Context: an optimization exercise on an open-source flow, tuned for small area. The choices shown serve that exercise and are no tape-out recipe.
No functional check of the RTL was part of any run shown here.

<file path="config.mk">
export PLATFORM = sky130hd
export DESIGN_NAME = clefia_ks_gfn12
export DESIGN_NICKNAME = clefia_ks_gfn12
export VERILOG_FILES = /design/flow/design.v
export SDC_FILE = /design/flow/constraint.sdc
export NUM_CORES = 4
export LEC_CHECK = 0
export CAP_MARGIN = 20
export CORE_MARGIN = 2
export CORE_UTILIZATION = 60
export CTS_BUF_LIST = sky130_fd_sc_hd__clkbuf_4 sky130_fd_sc_hd__clkbuf_8
export CTS_CLUSTER_DIAMETER = 80
export CTS_CLUSTER_SIZE = 12
export GPL_TIMING_DRIVEN = 0
export SLEW_MARGIN = 20
</file>
<file path="flow/area.abc">
strash; &get -n; &dch; &nf -a -R 1000; &put; topo
</file>
<file path="constraint.sdc">
create_clock -name core_clock -period 8.0 [get_ports {clk}]
set_input_delay 1.6000 -clock core_clock [delete_from_list [all_inputs] [get_ports {clk}]]
set_output_delay 1.6000 -clock core_clock [all_outputs]
set_load 0.01 [all_outputs]
</file>
<file path="flow/run.sh">
#!/bin/bash
# Layout flow: the standard flow (standard.sh) with
#  - synthesis by flow/synth.tcl: the standard synthesis with its combinational
#    logic mapped for area (registers unchanged; see synth.tcl),
#  - minimum-size buffers (buf_1) on the ports,
#  - the largest buffers and inverters added to the platform's don't-use list,
#    so that high-fanout nets are repaired with smaller buffers.
# make's full output goes to layout.log here; ORFS's per-step logs stay under orfs/logs.
set -euo pipefail
W=$(pwd)
F=$W/flow
PLATFORM_DONT_USE="sky130_fd_sc_hd__probe_p_8 sky130_fd_sc_hd__probec_p_8 sky130_fd_sc_hd__lpflow_bleeder_1 sky130_fd_sc_hd__lpflow_clkbufkapwr_1 sky130_fd_sc_hd__lpflow_clkbufkapwr_16 sky130_fd_sc_hd__lpflow_clkbufkapwr_2 sky130_fd_sc_hd__lpflow_clkbufkapwr_4 sky130_fd_sc_hd__lpflow_clkbufkapwr_8 sky130_fd_sc_hd__lpflow_clkinvkapwr_1 sky130_fd_sc_hd__lpflow_clkinvkapwr_16 sky130_fd_sc_hd__lpflow_clkinvkapwr_2 sky130_fd_sc_hd__lpflow_clkinvkapwr_4 sky130_fd_sc_hd__lpflow_clkinvkapwr_8 sky130_fd_sc_hd__lpflow_decapkapwr_12 sky130_fd_sc_hd__lpflow_decapkapwr_3 sky130_fd_sc_hd__lpflow_decapkapwr_4 sky130_fd_sc_hd__lpflow_decapkapwr_6 sky130_fd_sc_hd__lpflow_decapkapwr_8 sky130_fd_sc_hd__lpflow_inputiso0n_1 sky130_fd_sc_hd__lpflow_inputiso0p_1 sky130_fd_sc_hd__lpflow_inputiso1n_1 sky130_fd_sc_hd__lpflow_inputiso1p_1 sky130_fd_sc_hd__lpflow_inputisolatch_1 sky130_fd_sc_hd__lpflow_isobufsrc_1 sky130_fd_sc_hd__lpflow_isobufsrc_16 sky130_fd_sc_hd__lpflow_isobufsrc_2 sky130_fd_sc_hd__lpflow_isobufsrc_4 sky130_fd_sc_hd__lpflow_isobufsrc_8 sky130_fd_sc_hd__lpflow_isobufsrckapwr_16 sky130_fd_sc_hd__lpflow_lsbuf_lh_hl_isowell_tap_1 sky130_fd_sc_hd__lpflow_lsbuf_lh_hl_isowell_tap_2 sky130_fd_sc_hd__lpflow_lsbuf_lh_hl_isowell_tap_4 sky130_fd_sc_hd__lpflow_lsbuf_lh_isowell_4 sky130_fd_sc_hd__lpflow_lsbuf_lh_isowell_tap_1 sky130_fd_sc_hd__lpflow_lsbuf_lh_isowell_tap_2 sky130_fd_sc_hd__lpflow_lsbuf_lh_isowell_tap_4"
EXTRA_DONT_USE="sky130_fd_sc_hd__buf_12 sky130_fd_sc_hd__buf_16 sky130_fd_sc_hd__bufinv_8 sky130_fd_sc_hd__bufinv_16 sky130_fd_sc_hd__inv_12 sky130_fd_sc_hd__inv_16 sky130_fd_sc_hd__clkinv_16"
bash standard.sh SYNTH_SCRIPT=$F/synth.tcl \
  "BUFFER_PORTS_ARGS=-buffer_cell sky130_fd_sc_hd__buf_1" \
  "DONT_USE_CELLS=$PLATFORM_DONT_USE $EXTRA_DONT_USE" \
  finish > $W/layout.log 2>&1
</file>
<file path="standard.sh">
#!/bin/bash
# synth_recipe.tcl (not shown) runs the flow's synth.tcl, then flattens the netlist and writes it again
# the make line also repeats each setting of config.mk as NAME=value (left out here)
make -C /OpenROAD-flow-scripts/flow DESIGN_CONFIG=/design/flow/config.mk WORK_HOME=/design/flow/orfs CLKGATE_MAP_FILE= SYNTH_SCRIPT=/design/flow/synth_recipe.tcl "${@:-finish}"
</file>
<file path="design.v">
module clefia_gfn4_round
(
    input  logic [127:0] t_i,
    input  logic [31:0]  rk0_i,
    input  logic [31:0]  rk1_i,
    output logic [127:0] t_c_o
);
    localparam logic [63:0] SS0 = 64'he6ca872fb14059d3;
    localparam logic [63:0] SS1 = 64'h640d2ba39cef8751;
    localparam logic [63:0] SS2 = 64'hb85ea64cf72310d9;
    localparam logic [63:0] SS3 = 64'ha26d345e0789bfc1;
    function automatic logic [3:0] gf4_x2(input logic [3:0] a);
        gf4_x2 = {a[2:0], 1'b0} ^ (a[3] ? 4'h3 : 4'h0);
    endfunction
    function automatic logic [7:0] sbox0(input logic [7:0] x);
        logic [3:0] t0, t1, u0, u1;
        logic [3:0] i0, i1, i2, i3;
        i0 = ~x[7:4];
        i1 = ~x[3:0];
        t0 = SS0[4*i0 +: 4];
        t1 = SS1[4*i1 +: 4];
        u0 = t0 ^ gf4_x2(t1);
        u1 = gf4_x2(t0) ^ t1;
        i2 = ~u0;
        i3 = ~u1;
        sbox0 = {SS2[4*i2 +: 4], SS3[4*i3 +: 4]};
    endfunction
    logic [31:0] t0, t1, t2, t3;
    logic [31:0] x0, x2;       
    logic [31:0] y0, y2;       
    logic [31:0] f0, f2;       
    assign {t0, t1, t2, t3} = t_i;
    assign x0 = rk0_i ^ t0;
    assign x2 = rk1_i ^ t2;
    assign y0[31:24] = sbox0(x0[31:24]);
    clefia_s1 u_s1_01 (.x(x0[23:16]), .y(y0[23:16]));
    assign y0[15:8] = sbox0(x0[15:8]);
    clefia_s1 u_s1_03 (.x(x0[7:0]), .y(y0[7:0]));
    clefia_m0 u_m0 (.y(y0), .f(f0));
    clefia_s1 u_s1_10 (.x(x2[31:24]), .y(y2[31:24]));
    assign y2[23:16] = sbox0(x2[23:16]);
    clefia_s1 u_s1_12 (.x(x2[15:8]), .y(y2[15:8]));
    assign y2[7:0] = sbox0(x2[7:0]);
    clefia_m1 u_m1 (.y(y2), .f(f2));
    assign t_c_o = {t1 ^ f0, t2, t3 ^ f2, t0};
endmodule
module clefia_s1 (input logic [7:0] x, output logic [7:0] y);
    logic T1, T2, T3, T4, T6, T8, T9, T10, T13, T14, T15, T16, T17, T19, T20, T22, T23, T24, T25, T26, T27, U7;
    logic a0, a1, a2, a3, a4, a5, a6, a7, a8, a9, a10, a11, a12, a13, a14, a15, a16, a17, a18, a19, a20, a21, a22, a23;
    logic M1, M2, M3, M4, M5, M6, M7, M8, M9, M10, M11, M12, M13, M14, M15, M16, M17, M18, M19, M20, M21, M22, M23, M24, M25, M26, M27, M28, M29, M30, M31, M32, M33, M34, M35, M36, M37, M38, M39, M40, M41, M42, M43, M44, M45, M46, M47, M48, M49, M50, M51, M52, M53, M54, M55, M56, M57, M58, M59, M60, M61, M62, M63;
    logic b0, b1, b2, b3, b4, b5, b6, b7, b8, b9, b10, b11, b12, b13, b14, b15, b16, b17, b18, b19, b20, b21, b22, b23, b24, b25, b26, b27, b28;
    assign a0 = x[2] ^ x[3];
    assign a1 = x[1] ^ x[4];
    assign a2 = x[6] ^ x[7];
    assign a3 = x[0] ^ a0;
    assign a4 = x[0] ^ x[1];
    assign a5 = x[5] ^ a2;
    assign a6 = x[0] ^ x[4];
    assign a7 = a0 ^ a1;
    assign a8 = x[3] ^ a1;
    assign a9 = x[5] ^ x[7];
    assign a10 = x[1] ^ a0;
    assign a11 = x[5] ^ x[6];
    assign a12 = x[3] ^ x[7];
    assign a13 = a2 ^ a8;
    assign a14 = a2 ^ a7;
    assign a15 = a1 ^ a9;
    assign a16 = x[0] ^ a1;
    assign a17 = a0 ^ a11;
    assign a18 = a5 ^ a10;
    assign a19 = x[7] ^ a0;
    assign a20 = a6 ^ a12;
    assign a21 = x[1] ^ a3;
    assign a22 = a3 ^ a11;
    assign a23 = x[5] ^ a8;
    assign T1 = a1;
    assign T2 = ~a6;
    assign T3 = a10;
    assign T4 = ~a4;
    assign T6 = a13;
    assign T8 = x[2];
    assign T9 = ~a19;
    assign T10 = ~a12;
    assign T13 = ~a3;
    assign T14 = a9;
    assign T15 = a15;
    assign T16 = ~a5;
    assign T17 = a17;
    assign T19 = a16;
    assign T20 = x[0];
    assign T22 = a21;
    assign T23 = ~a7;
    assign T24 = a20;
    assign T25 = a22;
    assign T26 = ~a18;
    assign T27 = ~a23;
    assign U7 = a14;
    assign M1 = T13 & T6;
    assign M2 = T23 & T8;
    assign M3 = T14 ^ M1;
    assign M4 = T19 & U7;
    assign M5 = M4 ^ M1;
    assign M6 = T3 & T16;
    assign M7 = T22 & T9;
    assign M8 = T26 ^ M6;
    assign M9 = T20 & T17;
    assign M10 = M9 ^ M6;
    assign M11 = T1 & T15;
    assign M12 = T4 & T27;
    assign M13 = M12 ^ M11;
    assign M14 = T2 & T10;
    assign M15 = M14 ^ M11;
    assign M16 = M3 ^ M2;
    assign M17 = M5 ^ T24;
    assign M18 = M8 ^ M7;
    assign M19 = M10 ^ M15;
    assign M20 = M16 ^ M13;
    assign M21 = M17 ^ M15;
    assign M22 = M18 ^ M13;
    assign M23 = M19 ^ T25;
    assign M24 = M22 ^ M23;
    assign M25 = M22 & M20;
    assign M26 = M21 ^ M25;
    assign M27 = M20 ^ M21;
    assign M28 = M23 ^ M25;
    assign M29 = M28 & M27;
    assign M30 = M26 & M24;
    assign M31 = M20 & M23;
    assign M32 = M27 & M31;
    assign M33 = M27 ^ M25;
    assign M34 = M21 & M22;
    assign M35 = M24 & M34;
    assign M36 = M24 ^ M25;
    assign M37 = M21 ^ M29;
    assign M38 = M32 ^ M33;
    assign M39 = M23 ^ M30;
    assign M40 = M35 ^ M36;
    assign M41 = M38 ^ M40;
    assign M42 = M37 ^ M39;
    assign M43 = M37 ^ M38;
    assign M44 = M39 ^ M40;
    assign M45 = M42 ^ M41;
    assign M46 = M44 & T6;
    assign M47 = M40 & T8;
    assign M48 = M39 & U7;
    assign M49 = M43 & T16;
    assign M50 = M38 & T9;
    assign M51 = M37 & T17;
    assign M52 = M42 & T15;
    assign M53 = M45 & T27;
    assign M54 = M41 & T10;
    assign M55 = M44 & T13;
    assign M56 = M40 & T23;
    assign M57 = M39 & T19;
    assign M58 = M43 & T3;
    assign M59 = M38 & T22;
    assign M60 = M37 & T20;
    assign M61 = M42 & T1;
    assign M62 = M45 & T4;
    assign M63 = M41 & T2;
    assign b0 = M59 ^ M63;
    assign b1 = M60 ^ b0;
    assign b2 = M53 ^ b1;
    assign b3 = M50 ^ b2;
    assign b4 = M58 ^ M62;
    assign b5 = M49 ^ M52;
    assign b6 = M55 ^ M56;
    assign b7 = M61 ^ b6;
    assign b8 = M48 ^ M54;
    assign b9 = M59 ^ M61;
    assign b10 = b4 ^ b9;
    assign b11 = M51 ^ M54;
    assign b12 = M47 ^ b8;
    assign b13 = M62 ^ b2;
    assign b14 = M46 ^ M49;
    assign b15 = b8 ^ b14;
    assign b16 = M57 ^ b4;
    assign b17 = b7 ^ b15;
    assign b18 = M62 ^ b1;
    assign b19 = b12 ^ b13;
    assign b20 = b5 ^ b11;
    assign b21 = M55 ^ b0;
    assign b22 = b10 ^ b20;
    assign b23 = M62 ^ b5;
    assign b24 = b5 ^ b7;
    assign b25 = b3 ^ b24;
    assign b26 = b3 ^ b17;
    assign b27 = b16 ^ b21;
    assign b28 = b3 ^ b23;
    assign y[0] = ~b18;
    assign y[1] = b10;
    assign y[2] = b26;
    assign y[3] = ~b25;
    assign y[4] = b27;
    assign y[5] = ~b19;
    assign y[6] = ~b22;
    assign y[7] = b28;
endmodule
module clefia_m0 (input logic [31:0] y, output logic [31:0] f);
    logic s0, s1, s2, s3, s4, s5, s6, s7, s8, s9, s10, s11, s12, s13, s14, s15, s16, s17, s18, s19, s20, s21, s22, s23, s24, s25, s26, s27, s28, s29, s30, s31, s32, s33, s34, s35, s36, s37, s38, s39, s40, s41, s42, s43, s44, s45, s46, s47, s48, s49, s50, s51, s52, s53, s54, s55, s56, s57, s58, s59, s60, s61, s62, s63, s64, s65, s66, s67, s68, s69, s70, s71, s72, s73, s74, s75, s76, s77, s78, s79, s80, s81, s82, s83, s84, s85, s86, s87, s88, s89, s90, s91, s92, s93, s94, s95, s96, s97, s98, s99, s100, s101, s102, s103, s104, s105, s106, s107, s108, s109, s110, s111;
    assign s0 = y[16] ^ y[0];
    assign s1 = y[17] ^ y[1];
    assign s2 = y[18] ^ y[2];
    assign s3 = y[19] ^ y[3];
    assign s4 = y[20] ^ y[4];
    assign s5 = y[21] ^ y[5];
    assign s6 = y[22] ^ y[6];
    assign s7 = y[23] ^ y[7];
    assign s8 = y[24] ^ y[8];
    assign s9 = y[25] ^ y[9];
    assign s10 = y[26] ^ y[10];
    assign s11 = y[27] ^ y[11];
    assign s12 = y[28] ^ y[12];
    assign s13 = y[29] ^ y[13];
    assign s14 = y[30] ^ y[14];
    assign s15 = y[31] ^ y[15];
    assign s16 = y[8] ^ y[0];
    assign s17 = y[9] ^ y[1];
    assign s18 = y[10] ^ y[2];
    assign s19 = y[11] ^ y[3];
    assign s20 = y[12] ^ y[4];
    assign s21 = y[13] ^ y[5];
    assign s22 = y[14] ^ y[6];
    assign s23 = y[15] ^ y[7];
    assign s24 = y[24] ^ y[16];
    assign s25 = y[25] ^ y[17];
    assign s26 = y[26] ^ y[18];
    assign s27 = y[27] ^ y[19];
    assign s28 = y[28] ^ y[20];
    assign s29 = y[29] ^ y[21];
    assign s30 = y[30] ^ y[22];
    assign s31 = y[31] ^ y[23];
    assign s32 = s1 ^ s7;
    assign s33 = s2 ^ s7;
    assign s34 = s3 ^ s7;
    assign s35 = s9 ^ s15;
    assign s36 = s10 ^ s15;
    assign s37 = s11 ^ s15;
    assign s38 = s22 ^ s23;
    assign s39 = s16 ^ s22;
    assign s40 = s17 ^ s38;
    assign s41 = s18 ^ s38;
    assign s42 = s19 ^ s23;
    assign s43 = s30 ^ s31;
    assign s44 = s24 ^ s30;
    assign s45 = s25 ^ s43;
    assign s46 = s26 ^ s43;
    assign s47 = s27 ^ s31;
    assign s48 = s7 ^ s22;
    assign s49 = s48 ^ y[24];
    assign s50 = s0 ^ s23;
    assign s51 = s50 ^ y[25];
    assign s52 = s32 ^ s39;
    assign s53 = s52 ^ y[26];
    assign s54 = s33 ^ s40;
    assign s55 = s54 ^ y[27];
    assign s56 = s34 ^ s41;
    assign s57 = s56 ^ y[28];
    assign s58 = s4 ^ s42;
    assign s59 = s58 ^ y[29];
    assign s60 = s5 ^ s20;
    assign s61 = s60 ^ y[30];
    assign s62 = s6 ^ s21;
    assign s63 = s62 ^ y[31];
    assign s64 = s15 ^ s22;
    assign s65 = s64 ^ y[16];
    assign s66 = s8 ^ s23;
    assign s67 = s66 ^ y[17];
    assign s68 = s35 ^ s39;
    assign s69 = s68 ^ y[18];
    assign s70 = s36 ^ s40;
    assign s71 = s70 ^ y[19];
    assign s72 = s37 ^ s41;
    assign s73 = s72 ^ y[20];
    assign s74 = s12 ^ s42;
    assign s75 = s74 ^ y[21];
    assign s76 = s13 ^ s20;
    assign s77 = s76 ^ y[22];
    assign s78 = s14 ^ s21;
    assign s79 = s78 ^ y[23];
    assign s80 = s7 ^ s30;
    assign s81 = s80 ^ y[8];
    assign s82 = s0 ^ s31;
    assign s83 = s82 ^ y[9];
    assign s84 = s32 ^ s44;
    assign s85 = s84 ^ y[10];
    assign s86 = s33 ^ s45;
    assign s87 = s86 ^ y[11];
    assign s88 = s34 ^ s46;
    assign s89 = s88 ^ y[12];
    assign s90 = s4 ^ s47;
    assign s91 = s90 ^ y[13];
    assign s92 = s5 ^ s28;
    assign s93 = s92 ^ y[14];
    assign s94 = s6 ^ s29;
    assign s95 = s94 ^ y[15];
    assign s96 = s15 ^ s30;
    assign s97 = s96 ^ y[0];
    assign s98 = s8 ^ s31;
    assign s99 = s98 ^ y[1];
    assign s100 = s35 ^ s44;
    assign s101 = s100 ^ y[2];
    assign s102 = s36 ^ s45;
    assign s103 = s102 ^ y[3];
    assign s104 = s37 ^ s46;
    assign s105 = s104 ^ y[4];
    assign s106 = s12 ^ s47;
    assign s107 = s106 ^ y[5];
    assign s108 = s13 ^ s28;
    assign s109 = s108 ^ y[6];
    assign s110 = s14 ^ s29;
    assign s111 = s110 ^ y[7];
    assign f[0] = s97;
    assign f[1] = s99;
    assign f[2] = s101;
    assign f[3] = s103;
    assign f[4] = s105;
    assign f[5] = s107;
    assign f[6] = s109;
    assign f[7] = s111;
    assign f[8] = s81;
    assign f[9] = s83;
    assign f[10] = s85;
    assign f[11] = s87;
    assign f[12] = s89;
    assign f[13] = s91;
    assign f[14] = s93;
    assign f[15] = s95;
    assign f[16] = s65;
    assign f[17] = s67;
    assign f[18] = s69;
    assign f[19] = s71;
    assign f[20] = s73;
    assign f[21] = s75;
    assign f[22] = s77;
    assign f[23] = s79;
    assign f[24] = s49;
    assign f[25] = s51;
    assign f[26] = s53;
    assign f[27] = s55;
    assign f[28] = s57;
    assign f[29] = s59;
    assign f[30] = s61;
    assign f[31] = s63;
endmodule
module clefia_m1 (input logic [31:0] y, output logic [31:0] f);
    logic s0, s1, s2, s3, s4, s5, s6, s7, s8, s9, s10, s11, s12, s13, s14, s15, s16, s17, s18, s19, s20, s21, s22, s23, s24, s25, s26, s27, s28, s29, s30, s31, s32, s33, s34, s35, s36, s37, s38, s39, s40, s41, s42, s43, s44, s45, s46, s47, s48, s49, s50, s51, s52, s53, s54, s55, s56, s57, s58, s59, s60, s61, s62, s63, s64, s65, s66, s67, s68, s69, s70, s71, s72, s73, s74, s75, s76, s77, s78, s79, s80, s81, s82, s83, s84, s85, s86, s87, s88, s89, s90, s91, s92, s93, s94, s95, s96, s97, s98, s99, s100, s101, s102, s103, s104, s105, s106, s107, s108, s109, s110, s111, s112, s113, s114, s115, s116, s117;
    assign s0 = y[16] ^ y[0];
    assign s1 = y[17] ^ y[1];
    assign s2 = y[18] ^ y[2];
    assign s3 = y[19] ^ y[3];
    assign s4 = y[20] ^ y[4];
    assign s5 = y[21] ^ y[5];
    assign s6 = y[22] ^ y[6];
    assign s7 = y[23] ^ y[7];
    assign s8 = y[24] ^ y[8];
    assign s9 = y[25] ^ y[9];
    assign s10 = y[26] ^ y[10];
    assign s11 = y[27] ^ y[11];
    assign s12 = y[28] ^ y[12];
    assign s13 = y[29] ^ y[13];
    assign s14 = y[30] ^ y[14];
    assign s15 = y[31] ^ y[15];
    assign s16 = y[8] ^ y[0];
    assign s17 = y[9] ^ y[1];
    assign s18 = y[10] ^ y[2];
    assign s19 = y[11] ^ y[3];
    assign s20 = y[12] ^ y[4];
    assign s21 = y[13] ^ y[5];
    assign s22 = y[14] ^ y[6];
    assign s23 = y[15] ^ y[7];
    assign s24 = y[24] ^ y[16];
    assign s25 = y[25] ^ y[17];
    assign s26 = y[26] ^ y[18];
    assign s27 = y[27] ^ y[19];
    assign s28 = y[28] ^ y[20];
    assign s29 = y[29] ^ y[21];
    assign s30 = y[30] ^ y[22];
    assign s31 = y[31] ^ y[23];
    assign s32 = s5 ^ s7;
    assign s33 = s0 ^ s5;
    assign s34 = s6 ^ s33;
    assign s35 = s1 ^ s6;
    assign s36 = s32 ^ s35;
    assign s37 = s2 ^ s6;
    assign s38 = s7 ^ s37;
    assign s39 = s3 ^ s7;
    assign s40 = s13 ^ s15;
    assign s41 = s8 ^ s13;
    assign s42 = s14 ^ s41;
    assign s43 = s9 ^ s14;
    assign s44 = s40 ^ s43;
    assign s45 = s10 ^ s14;
    assign s46 = s15 ^ s45;
    assign s47 = s11 ^ s15;
    assign s48 = s17 ^ s23;
    assign s49 = s18 ^ s23;
    assign s50 = s19 ^ s23;
    assign s51 = s25 ^ s31;
    assign s52 = s26 ^ s31;
    assign s53 = s27 ^ s31;
    assign s54 = s5 ^ s23;
    assign s55 = s54 ^ y[24];
    assign s56 = s6 ^ s16;
    assign s57 = s56 ^ y[25];
    assign s58 = s32 ^ s48;
    assign s59 = s58 ^ y[26];
    assign s60 = s34 ^ s49;
    assign s61 = s60 ^ y[27];
    assign s62 = s36 ^ s50;
    assign s63 = s62 ^ y[28];
    assign s64 = s38 ^ s20;
    assign s65 = s64 ^ y[29];
    assign s66 = s39 ^ s21;
    assign s67 = s66 ^ y[30];
    assign s68 = s4 ^ s22;
    assign s69 = s68 ^ y[31];
    assign s70 = s13 ^ s23;
    assign s71 = s70 ^ y[16];
    assign s72 = s14 ^ s16;
    assign s73 = s72 ^ y[17];
    assign s74 = s40 ^ s48;
    assign s75 = s74 ^ y[18];
    assign s76 = s42 ^ s49;
    assign s77 = s76 ^ y[19];
    assign s78 = s44 ^ s50;
    assign s79 = s78 ^ y[20];
    assign s80 = s46 ^ s20;
    assign s81 = s80 ^ y[21];
    assign s82 = s47 ^ s21;
    assign s83 = s82 ^ y[22];
    assign s84 = s12 ^ s22;
    assign s85 = s84 ^ y[23];
    assign s86 = s5 ^ s31;
    assign s87 = s86 ^ y[8];
    assign s88 = s6 ^ s24;
    assign s89 = s88 ^ y[9];
    assign s90 = s32 ^ s51;
    assign s91 = s90 ^ y[10];
    assign s92 = s34 ^ s52;
    assign s93 = s92 ^ y[11];
    assign s94 = s36 ^ s53;
    assign s95 = s94 ^ y[12];
    assign s96 = s38 ^ s28;
    assign s97 = s96 ^ y[13];
    assign s98 = s39 ^ s29;
    assign s99 = s98 ^ y[14];
    assign s100 = s4 ^ s30;
    assign s101 = s100 ^ y[15];
    assign s102 = s13 ^ s31;
    assign s103 = s102 ^ y[0];
    assign s104 = s14 ^ s24;
    assign s105 = s104 ^ y[1];
    assign s106 = s40 ^ s51;
    assign s107 = s106 ^ y[2];
    assign s108 = s42 ^ s52;
    assign s109 = s108 ^ y[3];
    assign s110 = s44 ^ s53;
    assign s111 = s110 ^ y[4];
    assign s112 = s46 ^ s28;
    assign s113 = s112 ^ y[5];
    assign s114 = s47 ^ s29;
    assign s115 = s114 ^ y[6];
    assign s116 = s12 ^ s30;
    assign s117 = s116 ^ y[7];
    assign f[0] = s103;
    assign f[1] = s105;
    assign f[2] = s107;
    assign f[3] = s109;
    assign f[4] = s111;
    assign f[5] = s113;
    assign f[6] = s115;
    assign f[7] = s117;
    assign f[8] = s87;
    assign f[9] = s89;
    assign f[10] = s91;
    assign f[11] = s93;
    assign f[12] = s95;
    assign f[13] = s97;
    assign f[14] = s99;
    assign f[15] = s101;
    assign f[16] = s71;
    assign f[17] = s73;
    assign f[18] = s75;
    assign f[19] = s77;
    assign f[20] = s79;
    assign f[21] = s81;
    assign f[22] = s83;
    assign f[23] = s85;
    assign f[24] = s55;
    assign f[25] = s57;
    assign f[26] = s59;
    assign f[27] = s61;
    assign f[28] = s63;
    assign f[29] = s65;
    assign f[30] = s67;
    assign f[31] = s69;
endmodule
module clefia_ks_gfn12
(
    input  logic               clk,
    input  logic               rst,
    input  logic               start,
    input  logic [127:0]       key,
    output logic [3:0]         Round,
    input  logic [63:0]        CON,
    output logic               busy,
    output logic               done,
    output logic [127:0]       L
);
    logic [127:0] t_q;
    logic [127:0] t_rnd;
    logic [3:0]   round_q;
    logic [127:0] l_q;
    logic         done_q;
    logic         run_c, load_c, last_c;
    assign run_c  = |round_q;
    assign last_c = round_q[3] & round_q[2];
    assign load_c = ~run_c & ~done_q;
    clefia_gfn4_round u_round (
        .t_i    (t_q),
        .rk0_i  (CON[63:32]),
        .rk1_i  (CON[31:0]),
        .t_c_o  (t_rnd)
    );
    always_ff @(posedge clk) begin
        t_q <= ({128{run_c}} & t_rnd) | ({128{load_c}} & key);
    end
    always_ff @(posedge clk) begin
        if (rst) begin
            round_q <= 4'd0;
            done_q  <= 1'b0;
            l_q     <= '0;
        end else begin
            done_q <= last_c;
            if (last_c)
                round_q <= 4'd0;
            else if (run_c)
                round_q <= round_q + 4'd1;
            else if (start && !done_q)
                round_q <= 4'd1;
            if (last_c)
                l_q <= {t_rnd[31:0], t_rnd[127:32]};
        end
    end
    assign Round = round_q;
    assign busy  = run_c;
    assign done  = done_q;
    assign L     = l_q;
endmodule
</file>
<file path="flow/synth.tcl">
# The standard synthesis script (synth_recipe.tcl) with three changes that
# touch only the combinational logic:
#  - Yosys's synth runs with -noabc (no intermediate generic ABC pass),
#  - ORFS's half/full-adder extraction (extract_fa) is skipped,
#  - the final ABC technology mapping uses flow/area.abc, an area-oriented
#    script, in place of ORFS's speed script.
# Every register, its name and its cell type are those of the standard synthesis.
set area_abc_script [file join [file dirname [file normalize [info script]]] area.abc]
proc synth {args} { yosys synth -nofsm -noshare -noabc {*}$args }
proc extract_fa {args} { puts "extract_fa skipped" }
proc abc {args} {
  set i [lsearch -exact $args -script]
  if { $i >= 0 } { set args [lreplace $args $i [expr {$i + 1}] -script $::area_abc_script] }
  yosys abc {*}$args
}
source $::env(SCRIPTS_DIR)/synth.tcl
# left out here: clear keep_hierarchy, flatten, clean up, hide names made inside functions, write 1_2_yosys.v
</file>
==> results of run 1 <==
-- worst reg2reg max path: stages, from the launching register on --
cell,delay [ns]
dfxtp_1,0.44
xor2_1,0.17
xnor2_1,0.62
xor2_1,0.37
xnor2_1,0.21
nor2_1,0.08
xor2_1,0.19
xnor2_1,0.45
clkinv_1,0.14
o21ai_0,0.23
xor2_1,0.38
xnor2_1,0.19
nor2_1,0.19
xor2_1,0.27
xnor2_1,0.16
xnor2_1,0.66
xnor2_1,0.35
xor2_1,0.66
xnor2_1,0.30
xnor3_1,0.37
xnor2_1,0.31
o21ai_0,0.13
-- cell families (layout without fill, tap and decap cells) --
group	count (synthesis)	in the layout	share of synthesized area, %
compound gates	375	375	15.6
xor+xnor	715	715	40.1
buf+inv	17	387	0.408
flops	261	261	33.4
mux	1	1	0.0640
other cells	0	2	0
simple gates	396	396	10.3
-- synth_stat cells --
cell,n,area (um^2)
a21o_1,1,7.51
dfxtp_1,261,5230
a22o_1,136,1190
xor2_1,207,1810
xnor2_1,507,4440
nor2_1,134,503
a31oi_1,11,68.8
clkinv_1,17,63.8
a21oi_1,58,290
and2_0,6,37.5
nand3_1,2,10.0
o22a_1,2,17.5
mux2i_1,1,10.0
nor3_1,4,20.0
or2_0,6,37.5
o211ai_1,2,15.0
a2bb2oi_1,1,8.76
o21ai_0,152,761
o22ai_1,4,25.0
nor2b_1,18,113
nor4_1,1,6.26
nand2b_1,18,113
nand2_1,207,777
xnor3_1,1,22.5
a22oi_1,1,7.51
a211oi_1,3,22.5
o31ai_1,4,30.0
-- layout make-up --
type,instances,area (um^2),area share [%]
tap,335,419,2.34
inverter,17,73.8,0.411
clock buffer,25,344,1.92
sequential,261,5230,29.1
multi-input combinational,1487,10400,58.2
clock inverter,2,16.3,0.0907
timing repair buffer,343,1420,7.93
antenna,2,5.00,0.0279
-- placed cells by master, fill, tap and decap left out, drive strengths merged, types with 18 or more instances in the layout --
| master | count |
|---|---|
| a21oi | 58 |
| a22o | 136 |
| buf | 343 |
| clkbuf | 25 |
| clkinv | 18 |
| dfxtp | 261 |
| nand2 | 207 |
| nand2b | 18 |
| nor2 | 134 |
| nor2b | 18 |
| o21ai | 152 |
| xnor2 | 507 |
| xor2 | 207 |
-- sequential cells by signal, indices dropped and copies added, names as in the netlist --
name     flops
round_q      4
l_q        128
t_q        128
done_q       1
-- worst paths after layout --
| kind | depth (start not counted) | slack [ns] | to |
|---|---|---|---|
| max reg2reg | 21 | 1.01 | l_q[4] |
| min reg2reg | 2 | 0.46 | l_q[25] |
| min | 2 | 0.46 | l_q[25] |
| max | 22 | 0.35 | l_q[4] |
-- per-layer routing --
metal | GRT usage [%] | share of wire [%] | wire, um
met5 | 0 | 0.053 | 26
met4 | 12.5 | 3.7 | 1810
met3 | 6.24 | 7.7 | 3780
met2 | 56.2 | 45 | 22200
met1 | 46.5 | 43 | 21400
-- repair_timing --
item	4_1_cts	5_1_grt
hold buffers	0	0
buffers inserted	0	0
setup endpoints to repair	0	21
resized for setup	0	7
==> run summary, run 1 <==
status timing/DRC/antenna clean; GP Congestion roughly 0.98; H-tree depth 1; Worst Path Buf+Inv 2; routed vias 13,729; Required @ worst endpoint 8.50 ns; area grow syn2layout 14.7%; worst path arrival time 8.15 ns; Routed wire per std cell roughly 20 um; vias in the first global route 13,044; highest clock rate approximately 130 MHz; placed cell area 0.0175 mm^2; DRT Pass-1 Iters 5; Syn Inst Count 1,765; ANT nets after route 0; syn_nets 1,960; Final Hold Viols 0; Hold WC Path Type reg -> reg; critical-path cell list buf_1 > xor2_1 > xnor2_1 > xor2_1 > xnor2_1 > nor2_1 > xor2_1 > xnor2_1 > clkinv_1 > o21ai_0 > xor2_1 > xnor2_1 > nor2_1 > xor2_1 > xnor2_1 > xnor2_1 > xnor2_1 > xor2_1 > xnor2_1 > xnor3_1 > xnor2_1 > o21ai_0; Die H 165 um; Die ar. 0.0274 mm^2; Tot GR Track Use 34.7%; Synth cell types 27; I/O pins 329; DPL Wire Length 38.9 mm; clock skew 0.0437 ns; CP Launch Type input port; Placed Cells 2,443; remaining global-route overflow 0; CP delay by family, top XOR/XNOR gates; largest net degree at the start of global routing a little over 70; global-route wire length before repair 72.1 mm; nets@finish approximately 2,300; post-route cell area 0.0179 mm^2; WHS between 0.4 and 0.5 ns; Vias/cell 5.55; filler cell count 2,268; TritonCTS buffer count 25; routed wire length between 40 and 50 mm; CP peak stage delay between 0.6 and 0.7 ns; Post-Layout Cell Count roughly 2,500; Core Region 0.0258 mm^2; Critical Path Start CON[9]; sequential cell area fraction in the yosys report 33.4%; CP max-delay cell xnor2_1; final setup TNS 0 ns; initial antenna violation count 4; Detailed Route Iter0 Violations 1,053; Clock Latency Late Sink 0.61 ns; Final WS setup 0.347 ns; RR Startpoint t_q[41]; FP Rows 59; Clk pin slew, worst setup/hold paths 0.09 ns; CTS tree built; Syn. warnings 2; critical hold path startpoint l_q[25]; Max-slew headroom 38.0%; root buffer cell clkbuf_8; CTS Buffer Depth 3; Port Buffers 328; initial core utilization 60.5%; Slew Limit Fails 0; Die W 165 um; final setup fails 0; fin crit period between 7 and 8 ns; mapped cell area 0.0156 mm^2; layout cell share with drive strength beyond 1 under 10%; Mapped Avg Cell Area 8.86 um^2; Crit path top cell by count xnor2_1; final core occ a little under 70%; max-cap viol count 0; dpl ws -0.175 ns; Yosys reg bits 261; DRC Markers 0; endpoint type of the worst setup path register; Tcrit/Tclk final 95.7%; worst-margin pin slew 0.923 ns; Crit Path Class in -> reg; setup repair after global routing missed its margin false; CP Max Fanout 6; CTS Sinks around 260
==> inputs of run 2 (changes only) <==
--- a/config.mk
+++ b/config.mk
@@ -11,4 +11,4 @@
 export CTS_BUF_LIST = sky130_fd_sc_hd__clkbuf_4 sky130_fd_sc_hd__clkbuf_8
-export CTS_CLUSTER_DIAMETER = 80
-export CTS_CLUSTER_SIZE = 12
+export CTS_CLUSTER_DIAMETER = 100
+export CTS_CLUSTER_SIZE = 16
 export GPL_TIMING_DRIVEN = 0
==> run summary, run 2 <==
Detailed Route Iter0 Violations 1,048; placed cell area 0.0175 mm^2; clock skew between 0.03 and 0.04 ns; CP delay by family, top XOR/XNOR gates; top cells by count, synth xnor2_1 (507), dfxtp_1 (261), nand2_1 (207), xor2_1 (207), o21ai_0 (152); Clock Latency Late Sink 0.58 ns; global-route wire length before repair around 70 mm; setup repair after global routing missed its margin false; Placed Cells 2,443; CP Max Fanout 6; Yosys reg bits 261; top-count cell post-synth xnor2_1; syn_nets ~2,000; most common cell after layout, fill and taps aside xnor2_1; CP max-delay cell xor2_1; GP Congestion 0.980; Post-Layout Cell Count 2,465; vias in the first global route between 10,000 and 15,000; CTS Buffer Depth 3; CP Launch Type input port; Vias/cell 5.56; Slew Limit Fails 0; sequential cell area fraction in the yosys report between 30 and 40%; Die W 165 um; Worst Path Buf+Inv 2; final setup TNS 0 ns; mapped cell area 0.0156 mm^2; remaining global-route overflow 0; Synth async-reset ratio 0%; CP peak stage delay about 0.65 ns; most frequent cells in the layout xnor2_1 (500), buf_1 (328), dfxtp_1 (261), nand2_1 (207), xor2_1 (205); dpl ws -0.175 ns; # diodes 0; worst path arrival time a little over 8 ns; Post-CTS Resized 0; I/O pins 329; final core occ 69.3%; DRC Markers 0; initial antenna violation count 2; share of the synthesized area in the top cell type 33.4%; critical-path cell list buf_1 > xor2_1 > xnor2_1 > xor2_1 > xnor2_1 > nor2_1 > xor2_1 > xnor2_1 > clkinv_1 > o21ai_0 > xor2_1 > xnor2_1 > nor2_1 > xor2_1 > xnor2_1 > xnor2_1 > xnor2_1 > xor2_1 > xnor2_1 > xnor3_1 > xnor2_1 > o21ai_0; Syn. warnings 2; worst-margin pin slew 0.892 ns; CTS Sinks approximately 260; hold bufs inserted after CTS 0; Max-slew headroom 40.1%; post-route cell area between 0.015 and 0.02 mm^2; area leader, netlist dfxtp_1; Setup Buffers After CTS 0; CTS tree built; DPL Wire Length 38.9 mm; fin crit period 7.69 ns; Synth cell types 27; routed wire length 49.0 mm; top cells by area, synth dfxtp_1 (33%), xnor2_1 (28%), xor2_1 (12%); Routed wire per std cell 19.9 um; Final WS setup roughly 0.31 ns; root buffer cell clkbuf_8; Crit path top cell by count xnor2_1; status timing/DRC/antenna clean; Die H 165 um; endpoint type of the worst setup path register; H-tree depth 1; nets@finish 2,325; Hold WC Path Type reg -> reg; final setup fails 0; Port Buffers 328; routed vias 13,704; Mapped Avg Cell Area 8.86 um^2; highest clock rate 130 MHz; DRT Pass-1 Iters 5; area grow syn2layout 14.5%; ANT nets after route 0; number of flops mapped to enable cells by yosys 0; ys flop type dfxtp_1; Clk pin slew, worst setup/hold paths between 0.1 and 0.15 ns; Tcrit/Tclk final a little over nine tenths; max-cap viol count 0; initial core utilization 60.5%; Crit Path Class in -> reg; Tot GR Track Use 34.5%; Die ar. 0.0274 mm^2; layout cell share with drive strength beyond 1 2.44%; Core Region ~0.026 mm^2; Final Hold Viols 0; Syn Inst Count 1,765; Required @ worst endpoint 8.44 ns; FP Rows 59; largest net degree at the start of global routing 72; Top Registers l_q: 128 flops, t_q: 128 flops, round_q: 4 flops; TritonCTS buffer count 20
[run 2: cell type report]
| type | instances | area [um^2] |
|---|---|---|
| multi-input cells | 1487 | 10500 |
| fillers | 2284 | 7940 |
| flip-flops and latches | 261 | 5230 |
| repair buffers | 343 | 1420 |
| well taps | 335 | 419 |
| clock buffers | 21 | 289 |
| inverters | 17 | 73.8 |
| clock inverters | 1 | 16.3 |
[run 2: layer usage]
layer / share of wire [%] / track usage (%) / vias to the layer above / wire length, um
met2: 45 / 56.1 / 547 / 22000
met1: 43 / 46.4 / 6483 / 21200
met3: 8.0 / 5.84 / 90 / 3940
met4: 3.7 / 11.8 / 2 / 1800
li1: - / - / 6582 / -
met5: 0.024 / 0 / - / 12
[run 2: final timing paths]
check / start / end / slack [ns] / depth (start not counted)
worst max-delay path: CON[9] / l_q[4] / 0.31 / 22
worst min-delay path: l_q[89] / l_q[89] / 0.46 / 2
worst max register to register: t_q[41] / l_q[4] / 1.04 / 21
worst min register to register: l_q[89] / l_q[89] / 0.46 / 2
[run 2: tightest hold or removal path, stage by stage, from the launching register on]
cell and delay [ns]:
dfxtp_1 0.34, nand2_1 0.04, o21ai_0 0.05
[run 2: logic make-up after synthesis]
| group | synth area share [%] |
|---|---|
| buf+inv | 0.408 |
| mux | 0.0640 |
| flops | 33.4 |
| compound gates | 15.6 |
| simple gates | 10.3 |
| xor+xnor | 40.1 |
[run 2: through the flow]
| stage | hold WS [ns] |
|---|---|
| 5_1_grt | 0.483 |
| 6_report | 0.460 |
| 2_1_floorplan | 0.483 |
| 3_3_place_gp | 0.434 |
| 3_5_place_dp | 0.441 |
| 4_1_cts | 0.464 |
==> inputs of run 3 (changes only) <==
--- a/design.v
+++ b/design.v
@@ -46,153 +46,246 @@
 endmodule
-module clefia_s1 (input logic [7:0] x, output logic [7:0] y);
-    logic T1, T2, T3, T4, T6, T8, T9, T10, T13, T14, T15, T16, T17, T19, T20, T22, T23, T24, T25, T26, T27, U7;
-    logic a0, a1, a2, a3, a4, a5, a6, a7, a8, a9, a10, a11, a12, a13, a14, a15, a16, a17, a18, a19, a20, a21, a22, a23;
-    logic M1, M2, M3, M4, M5, M6, M7, M8, M9, M10, M11, M12, M13, M14, M15, M16, M17, M18, M19, M20, M21, M22, M23, M24, M25, M26, M27, M28, M29, M30, M31, M32, M33, M34, M35, M36, M37, M38, M39, M40, M41, M42, M43, M44, M45, M46, M47, M48, M49, M50, M51, M52, M53, M54, M55, M56, M57, M58, M59, M60, M61, M62, M63;
-    logic b0, b1, b2, b3, b4, b5, b6, b7, b8, b9, b10, b11, b12, b13, b14, b15, b16, b17, b18, b19, b20, b21, b22, b23, b24, b25, b26, b27, b28;
-    assign a0 = x[2] ^ x[3];
-    assign a1 = x[1] ^ x[4];
-    assign a2 = x[6] ^ x[7];
-    assign a3 = x[0] ^ a0;
-    assign a4 = x[0] ^ x[1];
-    assign a5 = x[5] ^ a2;
-    assign a6 = x[0] ^ x[4];
-    assign a7 = a0 ^ a1;
-    assign a8 = x[3] ^ a1;
-    assign a9 = x[5] ^ x[7];
-    assign a10 = x[1] ^ a0;
-    assign a11 = x[5] ^ x[6];
-    assign a12 = x[3] ^ x[7];
-    assign a13 = a2 ^ a8;
-    assign a14 = a2 ^ a7;
-    assign a15 = a1 ^ a9;
-    assign a16 = x[0] ^ a1;
-    assign a17 = a0 ^ a11;
-    assign a18 = a5 ^ a10;
-    assign a19 = x[7] ^ a0;
-    assign a20 = a6 ^ a12;
-    assign a21 = x[1] ^ a3;
-    assign a22 = a3 ^ a11;
-    assign a23 = x[5] ^ a8;
-    assign T1 = a1;
-    assign T2 = ~a6;
-    assign T3 = a10;
-    assign T4 = ~a4;
-    assign T6 = a13;
-    assign T8 = x[2];
-    assign T9 = ~a19;
-    assign T10 = ~a12;
-    assign T13 = ~a3;
-    assign T14 = a9;
-    assign T15 = a15;
-    assign T16 = ~a5;
-    assign T17 = a17;
-    assign T19 = a16;
-    assign T20 = x[0];
-    assign T22 = a21;
-    assign T23 = ~a7;
-    assign T24 = a20;
-    assign T25 = a22;
-    assign T26 = ~a18;
-    assign T27 = ~a23;
-    assign U7 = a14;
-    assign M1 = T13 & T6;
-    assign M2 = T23 & T8;
-    assign M3 = T14 ^ M1;
-    assign M4 = T19 & U7;
-    assign M5 = M4 ^ M1;
-    assign M6 = T3 & T16;
-    assign M7 = T22 & T9;
-    assign M8 = T26 ^ M6;
-    assign M9 = T20 & T17;
-    assign M10 = M9 ^ M6;
-    assign M11 = T1 & T15;
-    assign M12 = T4 & T27;
-    assign M13 = M12 ^ M11;
-    assign M14 = T2 & T10;
-    assign M15 = M14 ^ M11;
-    assign M16 = M3 ^ M2;
-    assign M17 = M5 ^ T24;
-    assign M18 = M8 ^ M7;
-    assign M19 = M10 ^ M15;
-    assign M20 = M16 ^ M13;
-    assign M21 = M17 ^ M15;
-    assign M22 = M18 ^ M13;
-    assign M23 = M19 ^ T25;
-    assign M24 = M22 ^ M23;
-    assign M25 = M22 & M20;
-    assign M26 = M21 ^ M25;
-    assign M27 = M20 ^ M21;
-    assign M28 = M23 ^ M25;
-    assign M29 = M28 & M27;
-    assign M30 = M26 & M24;
-    assign M31 = M20 & M23;
-    assign M32 = M27 & M31;
-    assign M33 = M27 ^ M25;
-    assign M34 = M21 & M22;
-    assign M35 = M24 & M34;
-    assign M36 = M24 ^ M25;
-    assign M37 = M21 ^ M29;
-    assign M38 = M32 ^ M33;
-    assign M39 = M23 ^ M30;
-    assign M40 = M35 ^ M36;
-    assign M41 = M38 ^ M40;
-    assign M42 = M37 ^ M39;
-    assign M43 = M37 ^ M38;
-    assign M44 = M39 ^ M40;
-    assign M45 = M42 ^ M41;
-    assign M46 = M44 & T6;
-    assign M47 = M40 & T8;
-    assign M48 = M39 & U7;
-    assign M49 = M43 & T16;
-    assign M50 = M38 & T9;
-    assign M51 = M37 & T17;
-    assign M52 = M42 & T15;
-    assign M53 = M45 & T27;
-    assign M54 = M41 & T10;
-    assign M55 = M44 & T13;
-    assign M56 = M40 & T23;
-    assign M57 = M39 & T19;
-    assign M58 = M43 & T3;
-    assign M59 = M38 & T22;
-    assign M60 = M37 & T20;
-    assign M61 = M42 & T1;
-    assign M62 = M45 & T4;
-    assign M63 = M41 & T2;
-    assign b0 = M59 ^ M63;
-    assign b1 = M60 ^ b0;
-    assign b2 = M53 ^ b1;
-    assign b3 = M50 ^ b2;
-    assign b4 = M58 ^ M62;
-    assign b5 = M49 ^ M52;
-    assign b6 = M55 ^ M56;
-    assign b7 = M61 ^ b6;
-    assign b8 = M48 ^ M54;
-    assign b9 = M59 ^ M61;
-    assign b10 = b4 ^ b9;
-    assign b11 = M51 ^ M54;
-    assign b12 = M47 ^ b8;
-    assign b13 = M62 ^ b2;
-    assign b14 = M46 ^ M49;
-    assign b15 = b8 ^ b14;
-    assign b16 = M57 ^ b4;
-    assign b17 = b7 ^ b15;
-    assign b18 = M62 ^ b1;
-    assign b19 = b12 ^ b13;
-    assign b20 = b5 ^ b11;
-    assign b21 = M55 ^ b0;
-    assign b22 = b10 ^ b20;
-    assign b23 = M62 ^ b5;
-    assign b24 = b5 ^ b7;
-    assign b25 = b3 ^ b24;
-    assign b26 = b3 ^ b17;
-    assign b27 = b16 ^ b21;
-    assign b28 = b3 ^ b23;
-    assign y[0] = ~b18;
-    assign y[1] = b10;
-    assign y[2] = b26;
-    assign y[3] = ~b25;
-    assign y[4] = b27;
-    assign y[5] = ~b19;
-    assign y[6] = ~b22;
-    assign y[7] = b28;
+module clefia_s1(x, y);
+  input [7:0] x;
+  wire [7:0] x;
+  output [7:0] y;
+  wire [7:0] y;
+  wire _000_;
+  wire _001_;
+  wire _002_;
+  wire _003_;
+  wire _004_;
+  wire _005_;
+  wire _006_;
+  wire _007_;
+  wire _008_;
+  wire _009_;
+  wire _010_;
+  wire _011_;
+  wire _012_;
+  wire _013_;
+  wire _014_;
+  wire _015_;
+  wire _016_;
+  wire _017_;
+  wire _018_;
+  wire _019_;
+  wire _020_;
+  wire _021_;
+  wire _022_;
+  wire _023_;
+  wire _024_;
+  wire _025_;
+  wire _026_;
+  wire _027_;
+  wire _028_;
+  wire _029_;
+  wire _030_;
+  wire _031_;
+  wire _032_;
+  wire _033_;
+  wire _034_;
+  wire _035_;
+  wire _036_;
+  wire _037_;
+  wire _038_;
+  wire _039_;
+  wire _040_;
+  wire _041_;
+  wire _042_;
+  wire _043_;
+  wire _044_;
+  wire _045_;
+  wire _046_;
+  wire _047_;
+  wire _048_;
+  wire _049_;
+  wire _050_;
+  wire _051_;
+  wire _052_;
+  wire _053_;
+  wire _054_;
+  wire _055_;
+  wire _056_;
+  wire _057_;
+  wire _058_;
+  wire _059_;
+  wire _060_;
+  wire _061_;
+  wire _062_;
+  wire _063_;
+  wire _064_;
+  wire _065_;
+  wire _066_;
+  wire _067_;
+  wire _068_;
+  wire _069_;
+  wire _070_;
+  wire _071_;
+  wire _072_;
+  wire _073_;
+  wire _074_;
+  wire _075_;
+  wire _076_;
+  wire _077_;
+  wire _078_;
+  wire _079_;
+  wire _080_;
+  wire _081_;
+  wire _082_;
+  wire _083_;
+  wire _084_;
+  wire _085_;
+  wire _086_;
+  wire _087_;
+  wire _088_;
+  wire _089_;
+  wire _090_;
+  wire _091_;
+  wire _092_;
+  wire _093_;
+  wire _094_;
+  wire _095_;
+  wire _096_;
+  wire _097_;
+  wire _098_;
+  wire _099_;
+  wire _100_;
+  wire _101_;
+  wire _102_;
+  wire _103_;
+  wire _104_;
+  wire _105_;
+  wire _106_;
+  wire _107_;
+  wire _108_;
+  wire _109_;
+  wire _110_;
+  wire _111_;
+  wire _112_;
+  wire b10;
+  wire b26;
+  wire b27;
+  wire b28;
+  assign _031_ = ~(x[1] ^ x[0]);
+  assign _032_ = x[4] ^ x[1];
+  assign _033_ = _032_ ^ x[3];
+  assign _034_ = _033_ & x[2];
+  assign _035_ = x[7] ^ x[5];
+  assign _036_ = _032_ & ~(_035_);
+  assign _037_ = ~(x[3] ^ x[2]);
+  assign _038_ = _037_ ^ x[0];
+  assign _039_ = ~(x[6] ^ x[7]);
+  assign _040_ = _039_ ^ _033_;
+  assign _041_ = _038_ & ~(_040_);
+  assign _042_ = _041_ ^ _036_;
+  assign _043_ = _033_ ^ x[5];
+  assign _044_ = _031_ & ~(_043_);
+  assign _045_ = _044_ ^ _035_;
+  assign _046_ = _045_ ^ _042_;
+  assign _047_ = ~(_046_ ^ _034_);
+  assign _048_ = ~(_039_ ^ x[5]);
+  assign _049_ = ~(_037_ ^ x[1]);
+  assign _050_ = _049_ & ~(_048_);
+  assign _051_ = _050_ ^ _036_;
+  assign _052_ = ~(x[4] ^ x[0]);
+  assign _053_ = x[3] ^ x[7];
+  assign _054_ = _052_ & ~(_053_);
+  assign _055_ = ~x[0];
+  assign _056_ = ~(x[6] ^ x[5]);
+  assign _057_ = _056_ ^ _037_;
+  assign _058_ = _055_ & ~(_057_);
+  assign _059_ = _058_ ^ _054_;
+  assign _060_ = _059_ ^ _051_;
+  assign _061_ = _047_ & ~(_060_);
+  assign _062_ = _032_ ^ x[0];
+  assign _063_ = _033_ ^ x[2];
+  assign _064_ = _063_ ^ _039_;
+  assign _065_ = _064_ | ~(_062_);
+  assign _066_ = _053_ & ~(_052_);
+  assign _067_ = _066_ ^ _042_;
+  assign _068_ = ~(_067_ ^ _065_);
+  assign _069_ = ~_060_;
+  assign _070_ = ~(_044_ | _036_);
+  assign _071_ = ~(_070_ | _066_);
+  assign _072_ = _037_ ^ x[7];
+  assign _073_ = ~(_037_ ^ _031_);
+  assign _074_ = _072_ & ~(_073_);
+  assign _075_ = _048_ & ~(_049_);
+  assign _076_ = _075_ ^ _074_;
+  assign _077_ = _076_ ^ _071_;
+  assign _078_ = ~(_077_ | _047_);
+  assign _079_ = _078_ ^ _069_;
+  assign _080_ = _068_ & ~(_079_);
+  assign _081_ = _080_ | _061_;
+  assign _082_ = _067_ ^ _065_;
+  assign _083_ = ~(_077_ & _082_);
+  assign _084_ = _078_ ^ _068_;
+  assign _085_ = _084_ & ~(_069_);
+  assign _086_ = _085_ | ~(_083_);
+  assign _087_ = _086_ ^ _081_;
+  assign _088_ = _082_ & ~(_077_);
+  assign _089_ = _060_ & ~(_088_);
+  assign _090_ = _047_ & ~(_077_);
+  assign _091_ = _090_ ^ _089_;
+  assign _092_ = _069_ & ~(_082_);
+  assign _093_ = ~(_092_ | _047_);
+  assign _094_ = _084_ | ~(_093_);
+  assign _095_ = _068_ & ~(_078_);
+  assign _096_ = _095_ & ~(_093_);
+  assign _097_ = _094_ & ~(_096_);
+  assign _098_ = _097_ ^ _091_;
+  assign _099_ = _098_ ^ _087_;
+  assign _100_ = _031_ & ~(_099_);
+  assign _101_ = _088_ & ~(_047_);
+  assign _102_ = _079_ & ~(_095_);
+  assign _103_ = _047_ & ~(_102_);
+  assign _104_ = _103_ | _101_;
+  assign _105_ = _049_ & ~(_104_);
+  assign _106_ = _105_ ^ _100_;
+  assign _107_ = _097_ & ~(_073_);
+  assign _108_ = ~(_087_ & _032_);
+  assign _109_ = _108_ ^ _107_;
+  assign b10 = ~(_109_ ^ _106_);
+  assign _110_ = ~(_104_ | _048_);
+  assign _111_ = ~(_035_ ^ _032_);
+  assign _112_ = _087_ & ~(_111_);
+  assign _000_ = _112_ ^ _110_;
+  assign _001_ = _098_ | _053_;
+  assign _002_ = _057_ & ~(_081_);
+  assign _003_ = _002_ ^ _001_;
+  assign _004_ = _003_ ^ _000_;
+  assign y[6] = _004_ ^ b10;
+  assign _005_ = _099_ | _043_;
+  assign _006_ = _081_ | _055_;
+  assign _007_ = _052_ & ~(_098_);
+  assign _008_ = ~(_007_ ^ _107_);
+  assign _009_ = _008_ ^ _006_;
+  assign _010_ = _009_ ^ _005_;
+  assign _011_ = _091_ | ~(x[2]);
+  assign _012_ = ~(_086_ | _064_);
+  assign _013_ = _012_ ^ _001_;
+  assign _014_ = _013_ ^ _100_;
+  assign _015_ = _014_ ^ _011_;
+  assign y[5] = _015_ ^ _010_;
+  assign _016_ = _097_ & _072_;
+  assign _017_ = ~(_016_ ^ _010_);
+  assign _018_ = ~(_102_ | _090_);
+  assign _019_ = _038_ & ~(_018_);
+  assign _020_ = ~(_091_ | _063_);
+  assign _021_ = _020_ ^ _019_;
+  assign _022_ = _021_ ^ _108_;
+  assign _023_ = _022_ ^ _017_;
+  assign y[3] = _023_ ^ _000_;
+  assign y[0] = ~(_009_ ^ _100_);
+  assign _024_ = _000_ ^ _100_;
+  assign b28 = _024_ ^ _017_;
+  assign _025_ = _062_ & ~(_086_);
+  assign _026_ = _025_ ^ _008_;
+  assign _027_ = ~(_026_ ^ _106_);
+  assign b27 = _027_ ^ _019_;
+  assign _028_ = ~(_018_ | _040_);
+  assign _029_ = _028_ ^ _110_;
+  assign _030_ = _029_ ^ _013_;
+  assign b26 = _030_ ^ _023_;
+  assign { y[7], y[4], y[2:1] } = { b28, b27, b26, b10 };
 endmodule
@@ -515,6 +608,5 @@
     logic         done_q;
-    logic         run_c, load_c, last_c;
+    logic         run_c, last_c;
     assign run_c  = |round_q;
     assign last_c = round_q[3] & round_q[2];
-    assign load_c = ~run_c & ~done_q;
     clefia_gfn4_round u_round (
@@ -526,3 +618,3 @@
     always_ff @(posedge clk) begin
-        t_q <= ({128{run_c}} & t_rnd) | ({128{load_c}} & key);
+        t_q <= run_c ? t_rnd : key;
     end
==> flow/run.sh (replaced) <==
#!/bin/bash
# Layout flow: the standard flow (standard.sh) with
#  - synthesis by flow/synth.tcl: the standard synthesis with its combinational
#    logic mapped for area (registers unchanged; see synth.tcl),
#  - minimum-size buffers (buf_1) on the ports.
# make's full output goes to layout.log here; ORFS's per-step logs stay under orfs/logs.
set -euo pipefail
W=$(pwd)
F=$W/flow
bash standard.sh SYNTH_SCRIPT=$F/synth.tcl \
  "BUFFER_PORTS_ARGS=-buffer_cell sky130_fd_sc_hd__buf_1" \
  finish > $W/layout.log 2>&1
--- a/config.mk
+++ b/config.mk
@@ -10,5 +10,5 @@
 export CORE_UTILIZATION = 60
-export CTS_BUF_LIST = sky130_fd_sc_hd__clkbuf_4 sky130_fd_sc_hd__clkbuf_8
-export CTS_CLUSTER_DIAMETER = 100
-export CTS_CLUSTER_SIZE = 16
+export CTS_BUF_LIST = sky130_fd_sc_hd__clkbuf_8 sky130_fd_sc_hd__clkbuf_16
+export CTS_CLUSTER_DIAMETER = 120
+export CTS_CLUSTER_SIZE = 24
 export GPL_TIMING_DRIVEN = 0
==> run summary, run 3 <==
status timing/DRC/antenna clean; CP Max Fanout 6; Die ar. 0.0275 mm^2; Syn Inst Count 1,905; root buffer cell clkbuf_16; layout cell share with drive strength beyond 1 around 2.7%; Die H around 170 um; max-cap viol count 0; nets@finish between 2,000 and 2,500; worst-margin pin slew 0.803 ns; H-tree depth 1; clock skew approximately 0.022 ns; DRC Markers 0; worst path arrival time roughly 8.0 ns; Clock Latency Late Sink 0.51 ns; global-route wire length before repair 73.7 mm; flop-to-flop setup slack 1.10 ns; dpl ws -0.732 ns; Core Region 0.0259 mm^2; Syn. warnings 2; I/O pins 329; setup repair after global routing missed its margin false; Setup Buffers After CTS 0; most common cell after layout, fill and taps aside xnor2_1; remaining global-route overflow 0; Crit Path Class in -> reg; Final WS setup between 0.3 and 0.4 ns; syn_nets 2,100; initial core utilization between 60% and 70%; hold bufs inserted after CTS 0; Vias/cell 5.48; mapped cell area 0.0157 mm^2; Mapped Avg Cell Area just over 8 um^2; Hold WC Path Type reg -> reg; Tot GR Track Use between 30 and 40%; routed vias 14,233; endpoint type of the worst setup path register; Required @ worst endpoint 8.35 ns; fin crit period 7.62 ns; Tcrit/Tclk final 95.3%; Synth async-reset ratio 0%; CTS Sinks around 260; DRT Pass-1 Iters 5; Yosys reg bits 261; area grow syn2layout 16.0%; Top Registers l_q: 128 flops, t_q: 128 flops, round_q: 4 flops; Slew Limit Fails 0; vias in the first global route 13,673; Detailed Route Iter0 Violations 1,145; Synth cell types 30; Die W 166 um; WHS 0.458 ns; number of flops mapped to enable cells by yosys 0; top cells by area, synth dfxtp_1 (33%), xnor2_1 (28%), xor2_1 (11%); FP Rows 59; DPL Wire Length slightly below 40 mm; CTS tree built; Final Hold Viols 0; largest net degree at the start of global routing 102; CP Launch Type input port; sequential cell area fraction in the yosys report 33.2%; Clk pin slew, worst setup/hold paths around 0.10 ns; GP Congestion 0.959; final setup fails 0; CTS Buffer Depth 3; ys flop type dfxtp_1; area leader, netlist dfxtp_1; Routed wire per std cell 18.8 um; top-count cell post-synth xnor2_1; highest clock rate approximately 130 MHz; Max-slew headroom 45.9%; TritonCTS buffer count 14; top cells by count, synth xnor2_1 (504), nand2_1 (336), dfxtp_1 (261), nor2_1 (211), xor2_1 (191); routed wire length between 40 and 50 mm; share of the synthesized area in the top cell type roughly 33%; most frequent cells in the layout xnor2_1 (485), nand2_1 (336), buf_1 (328), dfxtp_1 (261), nor2_1 (211); ANT nets after route 0; Port Buffers between 300 and 400; initial antenna violation count 2
-- run 3: cell types whose count changed after synthesis, moves of 9 or more --
cell      before  now
xor2_1       207  191
o21ai_0      152   95
nor2_1       134  211
nand2_1      207  336
a21oi_1       58  121
clkinv_1      17   26
a22o_1       136   67
-- run 3: logic make-up (layout without fill, tap and decap cells) --
kind of cell    after synthesis  after routing  synth area share (%)
xor+xnor                    695            695                  38.7
compound gates              312            312                  11.9
buf+inv                      26            382                 0.620
other cells                   0              1                     0
simple gates                608            608                  15.4
flops                       261            261                  33.2
mux                           3              3                 0.191
-- run 3: area by class of cell --
type	count	area, um^2
clock buffer	15	375
tap	335	419
timing repair buffer	340	1450
antenna	1	2.50
inverter	26	108
fill	2231	7650
clock inverter	1	5.00
multi-input combinational	1618	10700
sequential	261	5230
-- run 3: worst paths after layout --
kind | startpoint | end | depth (start not counted)
max reg2reg | t_q[97] | l_q[82] | 23
max | CON[33] | l_q[82] | 24
min | l_q[94] | l_q[94] | 2
min reg2reg | l_q[94] | l_q[94] | 2
-- run 3: repair_timing --
| action | CTS | global route |
|---|---|---|
| resized for setup | 4 | 26 |
| setup endpoints to repair | 14 | 59 |
| pin swaps | 0 | 1 |
| gates cloned | 0 | 0 |
-- run 3: stage by stage --
stage / TNS, ns / cells / utilization, % / area, um^2
after floorplan: 0 / 1905 / - / 15800
after global placement: -510.91 / 2568 / 67.2 / 17400
after detailed placement: -18.31 / 2580 / 68.1 / 17600
after CTS: 0 / 2596 / 69.7 / 18100
after global routing: 0 / 2597 / 70.5 / 18300
final: 0 / 2597 / 70.5 / 18300
-- run 3: per-layer routing --
metal	share of wire (%)	track usage [%]	wire length (um)
met5	0.027	0	13
met4	3.9	11.8	1890
met3	8.0	6.10	3890
met2	45	54.7	22100
met1	43	45.3	20900
-- run 3: worst max-delay path: stages --
cell	delay, ns
buf_1	0.09
xor2_1	0.43
xor2_2	0.33
xor2_2	0.30
xnor2_1	0.23
nor2_1	0.10
xnor2_1	0.26
xor2_1	0.12
xnor2_1	0.42
clkinv_1	0.27
xnor2_1	0.33
nand2_1	0.08
o31ai_1	0.18
xnor2_1	0.25
xnor2_1	0.20
nor2_1	0.36
xor2_1	0.21
xnor2_2	0.50
xnor2_2	0.23
xnor2_2	0.42
xnor2_1	0.20
xnor2_1	0.17
xnor2_1	0.49
o21ai_0	0.20
==> inputs of run 4 (changes only) <==
--- a/config.mk
+++ b/config.mk
@@ -10,5 +10,5 @@
 export CORE_UTILIZATION = 60
-export CTS_BUF_LIST = sky130_fd_sc_hd__clkbuf_8 sky130_fd_sc_hd__clkbuf_16
-export CTS_CLUSTER_DIAMETER = 120
-export CTS_CLUSTER_SIZE = 24
+export CTS_BUF_LIST = sky130_fd_sc_hd__clkbuf_16
+export CTS_CLUSTER_DIAMETER = 150
+export CTS_CLUSTER_SIZE = 30
 export GPL_TIMING_DRIVEN = 0
==> run summary, run 4 <==
CP peak stage delay 0.52 ns; endpoint type of the worst setup path register; Clk pin slew, worst setup/hold paths about 0.12 ns; Syn. warnings 2; Slew Limit Fails 0; initial core utilization 60.7%; status timing/DRC/antenna clean; Synth async-reset ratio 0%; CP Max Fanout 6; DRT Pass-1 Iters 7; critical-path cell list buf_1 > xor2_1 > xor2_2 > xor2_2 > xnor2_1 > nor2_1 > xnor2_1 > xor2_1 > xnor2_1 > clkinv_1 > xnor2_1 > nand2_1 > o31ai_1 > xnor2_1 > xnor2_1 > nor2_1 > xor2_1 > xnor2_2 > xnor2_2 > xnor2_2 > xnor2_1 > xnor2_1 > xnor2_1 > o21ai_0; clock skew between 0.02 and 0.025 ns; CP Launch Type input port; share of the synthesized area in the top cell type 33.2%; Top Registers l_q: 128 flops, t_q: 128 flops, round_q: 4 flops; routed wire length 48.8 mm; area grow syn2layout 15.9%; syn_nets approximately 2,100; global-route wire length before repair 73.7 mm; TritonCTS buffer count 12; Synth cell types 30; nets@finish 2,454; max-cap viol count 0; highest clock rate 130 MHz; FP Rows 59; Core Region roughly 0.026 mm^2; DRC Markers 0; most frequent cells in the layout xnor2_1 (484), nand2_1 (336), buf_1 (328), dfxtp_1 (261), nor2_1 (211); layout cell share with drive strength beyond 1 roughly 2.7%; mapped cell area 0.0157 mm^2; CP delay by family, top XOR/XNOR gates; initial antenna violation count 1; vias in the first global route between 10,000 and 15,000; DPL Wire Length 39.2 mm; top cells by area, synth dfxtp_1 (33%), xnor2_1 (28%), xor2_1 (11%); GP Congestion 0.959; Crit Path Class in -> reg; largest net degree at the start of global routing 102; CP max-delay cell xnor2_2; number of flops mapped to enable cells by yosys 0; area leader, netlist dfxtp_1; Clock Latency Late Sink 0.50 ns; Detailed Route Iter0 Violations 1,049; Syn Inst Count 1,905; Die H 166 um; remaining global-route overflow 0; Port Buffers 328; Die W between 150 and 200 um; Crit path top cell by count xnor2_1; CTS Buffer Depth 3; setup repair after global routing missed its margin false; hold bufs inserted after CTS 0; routed vias 14,188; Final Hold Viols 0; CTS tree built; Yosys reg bits 261; Hold WC Path Type reg -> reg; sequential cell area fraction in the yosys report about a third; root buffer cell clkbuf_16; Required @ worst endpoint 8.36 ns; worst-margin pin slew 0.774 ns; I/O pins 329; filler cell count 2,235; Tot GR Track Use 33.7%; final setup fails 0; H-tree depth 1; most common cell after layout, fill and taps aside xnor2_1; Mapped Avg Cell Area 8.26 um^2; ys flop type dfxtp_1; Vias/cell 5.47; final setup TNS 0 ns; Worst Path Buf+Inv 2; ANT nets after route 0; Die ar. between 0.02 and 0.03 mm^2; top-count cell post-synth xnor2_1; Routed wire per std cell approximately 19 um; worst path arrival time 8.03 ns; CTS Sinks 261; Tcrit/Tclk final 95.9%; fin crit period 7.67 ns; Max-slew headroom 48.0%; top cells by count, synth xnor2_1 (504), nand2_1 (336), dfxtp_1 (261), nor2_1 (211), xor2_1 (191)
run 4: cell types whose count changed in the layout (fill, tap and decap cells not counted), sizes merged:
cell / change
clkbuf: -2
inv: +1
clkinv: -1
run 4: path summary, 6_finish.rpt:
kind / startpoint / endpoint / slack, ns / cells past startpoint
min reg2reg: l_q[94] / l_q[94] / 0.46 / 2
max: CON[33] / l_q[82] / 0.33 / 24
min: l_q[94] / l_q[94] / 0.46 / 2
max reg2reg: t_q[97] / l_q[82] / 1.06 / 23
run 4: cell type report:
class                           instances  area (um^2)  area share, %
Clock buffer                           13          325           1.78
Sequential cell                       261         5230           28.7
Clock inverter                          1         11.3         0.0618
Multi-Input combinational cell       1618        10700           58.6
Inverter                               26          108          0.590
Tap cell                              335          419           2.30
Timing Repair Buffer                  340         1450           7.97
Antenna cell                            1         2.50         0.0137
run 4: what timing repair did:
action / in CTS / in global routing
pin swaps: 0 / 1
buffers inserted: 0 / 0
gates resized for setup: 4 / 28
setup endpoints to repair: 14 / 61
run 4: cell families after synthesis:
kind of cell | synth area share (%)
flops | 33.2
compound gates | 11.9
xor+xnor | 38.7
mux | 0.191
buf+inv | 0.620
simple gates | 15.4
run 4: worst reg2reg max path: stages (launching register included):
cell	delay, ns
dfxtp_1	0.45
xor2_1	0.45
xor2_2	0.33
xor2_2	0.31
xnor2_1	0.23
nor2_1	0.10
xnor2_1	0.26
xor2_1	0.12
xnor2_1	0.42
clkinv_1	0.27
xnor2_1	0.33
nand2_1	0.08
o31ai_1	0.18
xnor2_1	0.26
xnor2_1	0.19
nor2_1	0.36
xor2_1	0.21
xnor2_2	0.52
xnor2_2	0.23
xnor2_2	0.43
xnor2_1	0.22
xnor2_1	0.18
xnor2_1	0.47
o21ai_0	0.20
run 4: routing by layer:
metal	up-vias	part of all wire [%]	GRT usage, %
li1	6876	-	-
met1	6628	43	45.6
met2	596	45	54.6
met3	88	7.8	5.48
met4	0	4.0	12.2
met5	-	0	0
run 4: through the flow:
stage | area (um^2) | hold slack, ns | std cells | utilization, % | worst slack (ns)
final | 18200 | 0.464 | 2595 | 70.4 | 0.331
after global routing | 18200 | 0.495 | 2595 | 70.4 | 0.00256
after CTS | 18000 | 0.464 | 2594 | 69.5 | 0.0456
after detailed placement | 17600 | 0.441 | 2580 | 68.1 | -0.732
after global placement | 17400 | 0.433 | 2568 | 67.2 | -3.35
after floorplan | 15800 | 0.447 | 1905 | - | 0.917

separate check: timing with driven ports:
No port has a modelled driver above. Below, the same layouts with a new extraction and two added sets of constraints. Step 1: set_driving_cell puts a clkbuf_16 on clk and a buf_2 on each other input, an assumption about the parent block. Step 2 also shifts input and output timing later by t, the mid clock arrival at the registers, as if the neighbouring blocks saw the same clock. Three values: no drivers, after step 1, after step 2; two values: the first two.
run	t (ns)	setup WS [ns]	cell pins on the clock port's net
run 1	0.643	0.347 / 0.376 / -0.267	1
run 2	0.599	0.314 / 0.340 / -0.259	1
run 3	0.546	0.380 / 0.405 / -0.141	1
run 4	0.540	0.331 / 0.359 / -0.181	1
Met with ideal ports but missed after step 2: setup timing in every run listed. For run 1, which loses most, drivers alone change the setup slack by +0.029 ns; drivers and shift together by -0.614 ns.
